Context: an optimization exercise on an open-source flow, tuned for small area, a short achievable clock period and few clock cycles per item. The choices shown serve that exercise and are no tape-out recipe. The RTL was checked by simulation tests, not by an equivalence proof against the original design. Power and IR drop assume default switching activity.

==> design/flow/design.v <==
package md2_pkg;
	localparam int BLOCK_BYTES = 16;
	localparam int STATE_BYTES = 48;
	localparam int ROUND_COUNT = 18;
	localparam logic [2047:0] PI_SBOX_FLAT = {
		8'h29,8'h2e,8'h43,8'hc9,8'ha2,8'hd8,8'h7c,8'h01,
		8'h3d,8'h36,8'h54,8'ha1,8'hec,8'hf0,8'h06,8'h13,
		8'h62,8'ha7,8'h05,8'hf3,8'hc0,8'hc7,8'h73,8'h8c,
		8'h98,8'h93,8'h2b,8'hd9,8'hbc,8'h4c,8'h82,8'hca,
		8'h1e,8'h9b,8'h57,8'h3c,8'hfd,8'hd4,8'he0,8'h16,
		8'h67,8'h42,8'h6f,8'h18,8'h8a,8'h17,8'he5,8'h12,
		8'hbe,8'h4e,8'hc4,8'hd6,8'hda,8'h9e,8'hde,8'h49,
		8'ha0,8'hfb,8'hf5,8'h8e,8'hbb,8'h2f,8'hee,8'h7a,
		8'ha9,8'h68,8'h79,8'h91,8'h15,8'hb2,8'h07,8'h3f,
		8'h94,8'hc2,8'h10,8'h89,8'h0b,8'h22,8'h5f,8'h21,
		8'h80,8'h7f,8'h5d,8'h9a,8'h5a,8'h90,8'h32,8'h27,
		8'h35,8'h3e,8'hcc,8'he7,8'hbf,8'hf7,8'h97,8'h03,
		8'hff,8'h19,8'h30,8'hb3,8'h48,8'ha5,8'hb5,8'hd1,
		8'hd7,8'h5e,8'h92,8'h2a,8'hac,8'h56,8'haa,8'hc6,
		8'h4f,8'hb8,8'h38,8'hd2,8'h96,8'ha4,8'h7d,8'hb6,
		8'h76,8'hfc,8'h6b,8'he2,8'h9c,8'h74,8'h04,8'hf1,
		8'h45,8'h9d,8'h70,8'h59,8'h64,8'h71,8'h87,8'h20,
		8'h86,8'h5b,8'hcf,8'h65,8'he6,8'h2d,8'ha8,8'h02,
		8'h1b,8'h60,8'h25,8'had,8'hae,8'hb0,8'hb9,8'hf6,
		8'h1c,8'h46,8'h61,8'h69,8'h34,8'h40,8'h7e,8'h0f,
		8'h55,8'h47,8'ha3,8'h23,8'hdd,8'h51,8'haf,8'h3a,
		8'hc3,8'h5c,8'hf9,8'hce,8'hba,8'hc5,8'hea,8'h26,
		8'h2c,8'h53,8'h0d,8'h6e,8'h85,8'h28,8'h84,8'h09,
		8'hd3,8'hdf,8'hcd,8'hf4,8'h41,8'h81,8'h4d,8'h52,
		8'h6a,8'hdc,8'h37,8'hc8,8'h6c,8'hc1,8'hab,8'hfa,
		8'h24,8'he1,8'h7b,8'h08,8'h0c,8'hbd,8'hb1,8'h4a,
		8'h78,8'h88,8'h95,8'h8b,8'he3,8'h63,8'he8,8'h6d,
		8'he9,8'hcb,8'hd5,8'hfe,8'h3b,8'h00,8'h1d,8'h39,
		8'hf2,8'hef,8'hb7,8'h0e,8'h66,8'h58,8'hd0,8'he4,
		8'ha6,8'h77,8'h72,8'hf8,8'heb,8'h75,8'h4b,8'h0a,
		8'h31,8'h44,8'h50,8'hb4,8'h8f,8'hed,8'h1f,8'h1a,
		8'hdb,8'h99,8'h8d,8'h33,8'h9f,8'h11,8'h83,8'h14
	};
	function automatic logic [7:0] pi_sbox(input logic [7:0] x);
		pi_sbox = PI_SBOX_FLAT[2047 - 8 * x -: 8];
	endfunction
endpackage
module md2_front (
	input  logic       clk,
	input  logic       arst_n,
	input  logic       push,
	output logic       full,
	input  logic [9:0] item,
	output logic       cmd_valid,
	output logic [7:0] cmd_data,
	output logic       cmd_byte,
	output logic       cmd_end,
	input  logic       take
);
	logic       valid_q;
	logic [9:0] cmd_q;
	logic       accept;
	assign full      = valid_q && !take;
	assign accept    = push && !full;
	assign cmd_valid = valid_q;
	assign cmd_data  = cmd_q[9:2];
	assign cmd_byte  = cmd_q[1];
	assign cmd_end   = cmd_q[0];
	always_ff @(posedge clk) begin
		if (accept) begin
			cmd_q <= item;
		end
	end
	always_ff @(posedge clk or negedge arst_n) begin
		if (!arst_n) begin
			valid_q <= 1'b0;
		end else if (accept) begin
			valid_q <= item[1] || item[0];
		end else if (take) begin
			valid_q <= 1'b0;
		end
	end
endmodule
module md2_core (
	input  logic         clk,
	input  logic         arst_n,
	input  logic         cmd_valid,
	input  logic [7:0]   cmd_data,
	input  logic         cmd_byte,
	input  logic         cmd_end,
	output logic         take,
	output logic         empty,
	input  logic         pop,
	output logic [127:0] result
);
	localparam int GROUPS = md2_pkg::BLOCK_BYTES;
	localparam int PLACES = GROUPS + 1;
	typedef enum logic [1:0] {
		S_ABS,
		S_PAD,
		S_CSUM,
		S_WAIT
	} state_t;
	typedef enum logic [1:0] {
		A_ABS,
		A_PAD,
		A_CSUM,
		A_OUT
	} after_t;
	state_t       state_q;
	after_t       after_q;
	logic         first_q;
	logic [4:0]   ph_q;
	logic [3:0]   j_q;
	logic         at_q;
	logic [4:0]   pad_q;
	logic [7:0]   l_q;
	logic [7:0]   sreg_q;
	logic         cu_q;
	logic         run_q;
	logic [1:0]   pass_q;
	logic [4:0]   round_q;
	logic         empty_q;
	logic [PLACES-1:0][7:0] x0_q;
	logic [PLACES-1:0][7:0] x1_q;
	logic [PLACES-1:0][7:0] x2_q;
	logic [PLACES-1:0][7:0] c_q;
	logic         gap;
	logic [4:0]   ph_nxt;
	logic [3:0]   j_nxt;
	logic         absorb;
	logic         csum_upd;
	logic         blk_last;
	logic [7:0]   b;
	logic [7:0]   s_out;
	logic [7:0]   h0z;
	logic [7:0]   h0f;
	logic [7:0]   e;
	logic [7:0]   se;
	logic [7:0]   sreg_nxt;
	logic [7:0]   c_head;
	logic [7:0]   c_new;
	logic [7:0]   tail0;
	logic [7:0]   tail1;
	logic [7:0]   tail2;
	assign gap      = (ph_q == 5'd16);
	assign take     = (state_q == S_ABS) && cmd_valid && (!cmd_byte || at_q);
	assign absorb   = ((state_q == S_ABS) && cmd_valid && cmd_byte && at_q) ||
	                  (((state_q == S_PAD) || (state_q == S_CSUM)) && at_q);
	assign ph_nxt   = gap ? 5'd0 : ph_q + 1'b1;
	assign j_nxt    = absorb ? j_q + 1'b1 : j_q;
	assign csum_upd = absorb && (state_q != S_CSUM);
	assign blk_last = absorb && (j_q == 4'd15);
	assign b = (state_q == S_ABS) ? cmd_data :
	           (state_q == S_PAD) ? {3'b000, pad_q} : c_q[1];
	assign s_out = md2_pkg::pi_sbox(sreg_q);
	assign h0z = (first_q && round_q == 5'd0 && pass_q == 2'd0) ? 8'h00 : x0_q[0];
	assign h0f = first_q ? 8'h00 : x0_q[0];
	assign c_head = first_q ? 8'h00 : c_q[0];
	assign c_new  = c_head ^ s_out;
	assign e  = run_q ? h0z : (c_head ^ b);
	assign se = s_out ^ e;
	always_comb begin
		sreg_nxt = 8'h00;
		if (run_q) begin
			if (!gap) begin
				sreg_nxt = se;
			end else begin
				sreg_nxt = x2_q[PLACES - 1] + ((pass_q == 2'd2) ? {3'b000, round_q} : 8'h00);
			end
		end else if (csum_upd) begin
			sreg_nxt = cu_q ? se : (b ^ l_q);
		end
	end
	always_comb begin
		tail0 = x0_q[0];
		tail1 = x1_q[0];
		tail2 = x2_q[0];
		if (run_q && !gap) begin
			tail0 = x1_q[0];
			tail1 = x2_q[0];
			tail2 = se;
		end else if (absorb) begin
			tail1 = b;
			tail2 = b ^ h0f;
		end
	end
	for (genvar g = 0; g < GROUPS; g++) begin : g_res
		assign result[127 - 8 * g -: 8] = x0_q[g];
	end
	assign empty = empty_q;
	always_ff @(posedge clk) begin
		for (int k = 0; k < PLACES - 1; k++) begin
			x1_q[k] <= x1_q[k + 1];
			x2_q[k] <= x2_q[k + 1];
			c_q[k]  <= c_q[k + 1];
		end
		x1_q[PLACES - 1] <= tail1;
		x2_q[PLACES - 1] <= tail2;
		c_q[PLACES - 1]  <= cu_q ? c_new : c_q[0];
		if (empty_q) begin
			for (int k = 0; k < PLACES - 1; k++) begin
				x0_q[k] <= x0_q[k + 1];
			end
		end
		x0_q[PLACES - 1] <= tail0;
	end
	always_ff @(posedge clk) begin
		sreg_q <= sreg_nxt;
	end
	always_ff @(posedge clk or negedge arst_n) begin
		if (!arst_n) begin
			state_q <= S_ABS;
			after_q <= A_ABS;
			first_q <= 1'b1;
			pad_q   <= '0;
			ph_q    <= '0;
			j_q     <= '0;
			at_q    <= 1'b1;
			l_q     <= '0;
			cu_q    <= 1'b0;
			run_q   <= 1'b0;
			pass_q  <= '0;
			round_q <= '0;
			empty_q <= 1'b1;
		end else begin
			ph_q   <= ph_nxt;
			j_q    <= j_nxt;
			at_q   <= (ph_nxt == {1'b0, j_nxt});
			cu_q   <= csum_upd;
			if (cu_q) begin
				l_q <= c_new;
			end
			if (pop && !empty_q) begin
				empty_q <= 1'b1;
			end
			case (state_q)
				S_ABS: begin
					if (take) begin
						if (cmd_byte && j_q == 4'd15) begin
							state_q <= S_WAIT;
							after_q <= cmd_end ? A_PAD : A_ABS;
							pad_q   <= 5'd16;
						end else if (cmd_end) begin
							state_q <= S_PAD;
							pad_q   <= 5'd16 - {1'b0, j_q} - {4'd0, cmd_byte};
						end
					end
				end
				S_PAD: begin
					if (blk_last) begin
						state_q <= S_WAIT;
						after_q <= A_CSUM;
					end
				end
				S_CSUM: begin
					if (blk_last) begin
						state_q <= S_WAIT;
						after_q <= A_OUT;
						l_q     <= '0;
					end
				end
				default: begin
					if (!run_q && gap && empty_q) begin
						run_q <= 1'b1;
					end
				end
			endcase
			if (run_q && gap) begin
				pass_q <= (pass_q == 2'd2) ? 2'd0 : pass_q + 1'b1;
				if (pass_q == 2'd2) begin
					if (round_q == 5'd17) begin
						round_q <= '0;
						run_q   <= 1'b0;
						first_q <= 1'b0;
						case (after_q)
							A_ABS:  state_q <= S_ABS;
							A_PAD:  state_q <= S_PAD;
							A_CSUM: state_q <= S_CSUM;
							default: begin
								state_q <= S_ABS;
								empty_q <= 1'b0;
								first_q <= 1'b1;
							end
						endcase
					end else begin
						round_q <= round_q + 1'b1;
					end
				end
			end
		end
	end
endmodule
module md2_digest_engine (
	input  logic               clk,
	input  logic               arst_n,
	input  logic               push,
	output logic               full,
	input  logic [9:0]         item,
	output logic               empty,
	input  logic               pop,
	output logic [127:0]       result
);
	logic       cmd_valid;
	logic [7:0] cmd_data;
	logic       cmd_byte;
	logic       cmd_end;
	logic       take;
	md2_front u_front (
		.clk      (clk),
		.arst_n   (arst_n),
		.push     (push),
		.full     (full),
		.item     (item),
		.cmd_valid(cmd_valid),
		.cmd_data (cmd_data),
		.cmd_byte (cmd_byte),
		.cmd_end  (cmd_end),
		.take     (take)
	);
	md2_core u_core (
		.clk      (clk),
		.arst_n   (arst_n),
		.cmd_valid(cmd_valid),
		.cmd_data (cmd_data),
		.cmd_byte (cmd_byte),
		.cmd_end  (cmd_end),
		.take     (take),
		.empty    (empty),
		.pop      (pop),
		.result   (result)
	);
endmodule
==> design/flow/run.sh <==
#!/bin/bash
# synth_recipe.tcl (not shown) runs the flow's synth.tcl, then flattens the netlist and writes it again
# the make line also repeats each setting of config.mk as NAME=value (left out here)
make -C /OpenROAD-flow-scripts/flow DESIGN_CONFIG=/design/flow/config.mk WORK_HOME=/design/flow/orfs CLKGATE_MAP_FILE= SYNTH_SCRIPT=/design/flow/synth_recipe.tcl finish
==> design/flow/config.mk <==
export PLATFORM = sky130hd
export DESIGN_NAME = md2_digest_engine
export DESIGN_NICKNAME = md2_digest_engine
export VERILOG_FILES = /design/flow/design.v
export SDC_FILE = /design/flow/constraint.sdc
export NUM_CORES = 4
export LEC_CHECK = 0
export CAP_MARGIN = 20
export CORE_MARGIN = 2
export CORE_UTILIZATION = 40
export SETUP_SLACK_MARGIN = 4.0
export SLEW_MARGIN = 20
==> design/flow/constraint.sdc <==
create_clock -name core_clock -period 7.0 [get_ports {clk}]
set_input_delay 1.4000 -clock core_clock [delete_from_list [all_inputs] [get_ports {clk}]]
set_output_delay 1.4000 -clock core_clock [all_outputs]
set_load 0.01 [all_outputs]
==> impl_results.md <==
* All-layer global routing usage at between 10% and 20%
* Starting DRT DRC Count at 1603
* Max rail drop VDD at around 0.00021 V
* Sink Count at roughly 600
* CTS Root Cell: clkbuf_16
* CTS tree: built
* FF/Latch Area at 13640 sq um
* FILL cells at 4568
* Count leader, synth: dfxtp_1
* Vias per Instance at approximately 5.3
* Largest net degree at the start of global routing at 66
* Final setup fails at 0
* Synth area leaders: dfxtp_1 (41%), edfxtp_1 (20%), buf_4 (5.0%), dfrtp_1 (4.3%), o21ai_0 (2.2%)
* CP max stage delay at between 300 and 400 ps
* Period minus WS final at around 3000 ps
* DP HPWL at between 30000 and 40000 um
* Synth warnings at 2
* Full die area at 53820 sq um
* Data arrival, critical path at 3450 ps
* EDFF count, synth at 138
* Cell Area, Synth at 20790 sq um
* Core Area at about 51000 sq um
* Clock Tree Buf Depth at 3
* Num rows at 83
* Multi-input gate area at 5997 sq um
* Die width at around 230 um
* Antenna Nets Post-Route at 0
* Cts bufs inserted at 58
* Ant. Diodes at 0
* Leakage power at roughly 9.9 nW
* Die H at around 230 um
* Max-Cap Viols at 0
* Commonest cells in the netlist: dfxtp_1 (424), buf_4 (139), edfxtp_1 (138), nand2_1 (107), nor2_1 (96)
* Initial antenna violation count at 3
* RR Startpoint: u_core.sreg_q[0]
* Critical R2R Capture: u_core.sreg_q[1]
* Async SR Flop Fraction at around 6.5%
* Post-synth cell types at just under 90
* Post-Syn Instances at 1703
* Placed insts at ~2300
* Power Total at between 0.008 and 0.009 W
* Worst path cell trace: buf_12, clkinvlp_4, ha_4, buf_12, a2111oi_4, a31oi_2, a22oi_2, o32ai_2, a221oi_4, xnor2_2, o221ai_1
* CP max FO at 12
* Critical Path RT at between 7000 and 8000 ps
* Syn Area/Cell at approximately 12 sq um
* Share of post-route cells with drive strength above 1 at 16.94%
* Hold-fix buffers at CTS at 0
* Number of port buffers at approximately 140
* Syn Nets at roughly 1800
* Worst-path clk slew at around 80 ps
* H-tree levels at 2
* Cell mode on critical path: buf_12
* Skew final at a little over 30 ps
* First-pass DRT Iterations at 6
* DRC viols at 0
* Cell area after placement at 21810 sq um
* CP max stage cell: a2111oi_4
* Worst-Skew Late Latency at roughly 630 ps
* First-pass GRT wire length at a little under 80000 um
* Final worst-path cycle share at 42.84%
* Hold crit path type: reg -> reg
* Area leader, netlist: dfxtp_1
* Grt ovf at 0
* P&R area growth vs syn at 21.07%
* Initial core utilization at around two fifths
* Fin Setup TNS at 0 ps
* Fmax at about 330 MHz
* Via count at ~13000
* Vias in the first global route at around 13000
* Hold Path Depth at 0
* Final Hold Vio Count at 0
* Slew margin rel. at 39.28%
* WL/cell at approximately 21 um
* Crit. End Element: flop
* Status: complete, no violations
* Hold Crit Endpoint: u_core.c_q[54]
* Crit start category: flop
* Pwr/cell area at roughly 320 nW/um^2
* Worst hold margin at roughly 300 ps
* FF+latch count, synth at between 600 and 700
* R2R Setup Slk at 4000 ps
* Crit path kind: reg -> reg
* Post-Route WL at between 50000 and 60000 um
* I/O Pins at 144
* Sequential fraction of the synthesis area at between 60% and 70%
* Fin cells at about 2500
* Worst slew pin tran at between 900 and 1000 ps
* Post-route design area at around 25000 sq um
* RSZ-0062 raised after global routing: yes
* Hold Path Origin: u_core.c_q[62]
* Final Slew Violations at 0
* Prevailing post-synth register cell: dfxtp_1
* Nets@finish at about 1800
* Top-area cell type share of the netlist area at 40.82%
* Final Wtd Congestion at between 0.9 and 1
* Worst R2R Path Depth at 11
## layer usage
metal | vias up | share of wire, % | track usage, % | routed length, um
li1 | 6007 | - | - | -
met3 | 148 | 8.0 | 4.273 | 4296
met4 | 2 | 4.2 | 8.894 | 2249
met1 | 6390 | 42 | 25.82 | 22300
met2 | 635 | 46 | 30.72 | 24630
met5 | - | 0.024 | 0 | 13
## critical path, delay by kind of cell, from the launching register on
kind / cells / cell delay (ps)
XOR/XNOR: 1 / 170
adder cells (fa/ha/maj): 1 / 360
flip-flops: 1 / 360
AO/OA/AOI/OAI: 6 / 1490
buffers and inverters: 3 / 460
## flip-flops by register name (all words and copies together), names as in the netlist, 2 cells and up
register / flops
u_core.after_q: 2
u_core.c_q: 136
u_core.j_q: 4
u_core.l_q: 8
u_core.pad_q: 5
u_core.pass_q: 2
u_core.ph_q: 5
u_core.round_q: 5
u_core.sreg_q: 8
u_core.state_q: 2
u_core.x0_q: 136
u_core.x1_q: 136
u_core.x2_q: 136
u_front.cmd_q: 10
## cells in the final DEF, fill, tap and decap left out, types with 12 or more instances in the layout
cell type and count:
nor3_1 18, xnor2_1 41, a31oi_1 13, o21ai_0 85, dfrtp_1 35, nor2_1 89
a21oi_1 72, nand2_1 105, nand2b_1 17, and2_1 15, buf_4 66, o221ai_1 20
clkbuf_16 71, edfxtp_1 138, mux2i_1 15, and3_1 13, dfxtp_1 418, clkdlybuf4s50_1 117
ha_1 26, o211ai_1 16, dlymetal6s2s_1 12, inv_1 27, nor2b_1 31, nand3_1 20
a211oi_1 17
## final cells by class
cell class | instances | share of cell area (%)
clock inverter | 28 | 1.332
multi-input combinational | 845 | 23.82
inverter | 37 | 0.6163
tap | 680 | 3.380
timing repair buffer | 231 | 9.300
sequential | 601 | 54.17
clock buffer | 82 | 7.376
## kinds of logic after synthesis
logic type / after synthesis / synth area share (%)
simple gates: 362 / 8.425
fa+ha+maj: 36 / 2.202
xor+xnor: 56 / 2.449
mux: 33 / 2.040
buf+inv: 257 / 7.606
compound gates: 358 / 11.81
flops: 601 / 65.47
## metrics by stage
step                      setup slack [ps]  util [%]
final                                 4001     49.07
after floorplan                       4063         -
after CTS                             3937     48.22
after global routing                  3966     49.07
after detailed placement              2997     42.51
after global placement                3096     42.49
## how the worst max path moves through the flow
stage | from | endpoint | cells after the start
5_1_grt | u_core.at_q | full | 5
6_report | u_core.sreg_q[0] | u_core.sreg_q[1] | 11
3_5_place_dp | u_core.sreg_q[0] | u_core.sreg_q[4] | 11
2_1_floorplan | u_core.sreg_q[0] | u_core.sreg_q[7] | 11
3_3_place_gp | u_core.sreg_q[0] | u_core.sreg_q[4] | 11
4_1_cts | u_core.sreg_q[3] | u_core.sreg_q[4] | 9
## where the power goes
group          internal [W]  switching [W]  leakage, nW
Combinational      0.000318       0.000336         3.45
Clock               0.00203        0.00135         1.07
Sequential          0.00389       0.000127         5.37
## timing repair
| item | in CTS | in global routing |
|---|---|---|
| cloned | 2 | 1 |
| resized for setup | 89 | 63 |
| endpoints found under the setup margin | 50 | 44 |
| buffers inserted | 44 | 21 |
| pin swaps | 12 | 11 |
Testbench counts, summed over its fixed seeds: cycles 403,869, bytes 4,355.

re-timing with driven ports:
The flow's constraints put no driver on any port. The routed layout listed below was extracted and timed again, unchanged, in two steps. Step 1, drivers: a clkbuf_16 drives clk and a buf_2 each remaining input, both assumed. Step 2 also shifts input and output timing later by t, the mid clock arrival at the registers, as if the neighbouring blocks saw the same clock. a / b / c = no drivers / after step 1 / after step 2; a / b = the first two.
shift t [ns]: 0.669
slack for setup (ns): 4.001 / 4.001 / 4.001
worst hold slack (ns): 0.302 / 0.302 / 0.302
latest minus earliest clock arrival (ns): 0.031 / 0.031
worst register clock-pin slew, ns: 0.08 / 0.08
After both steps setup and hold are still met in this run. The setup slack of this run moves by 0.000 ns with the drivers and by 0.000 ns with both steps.
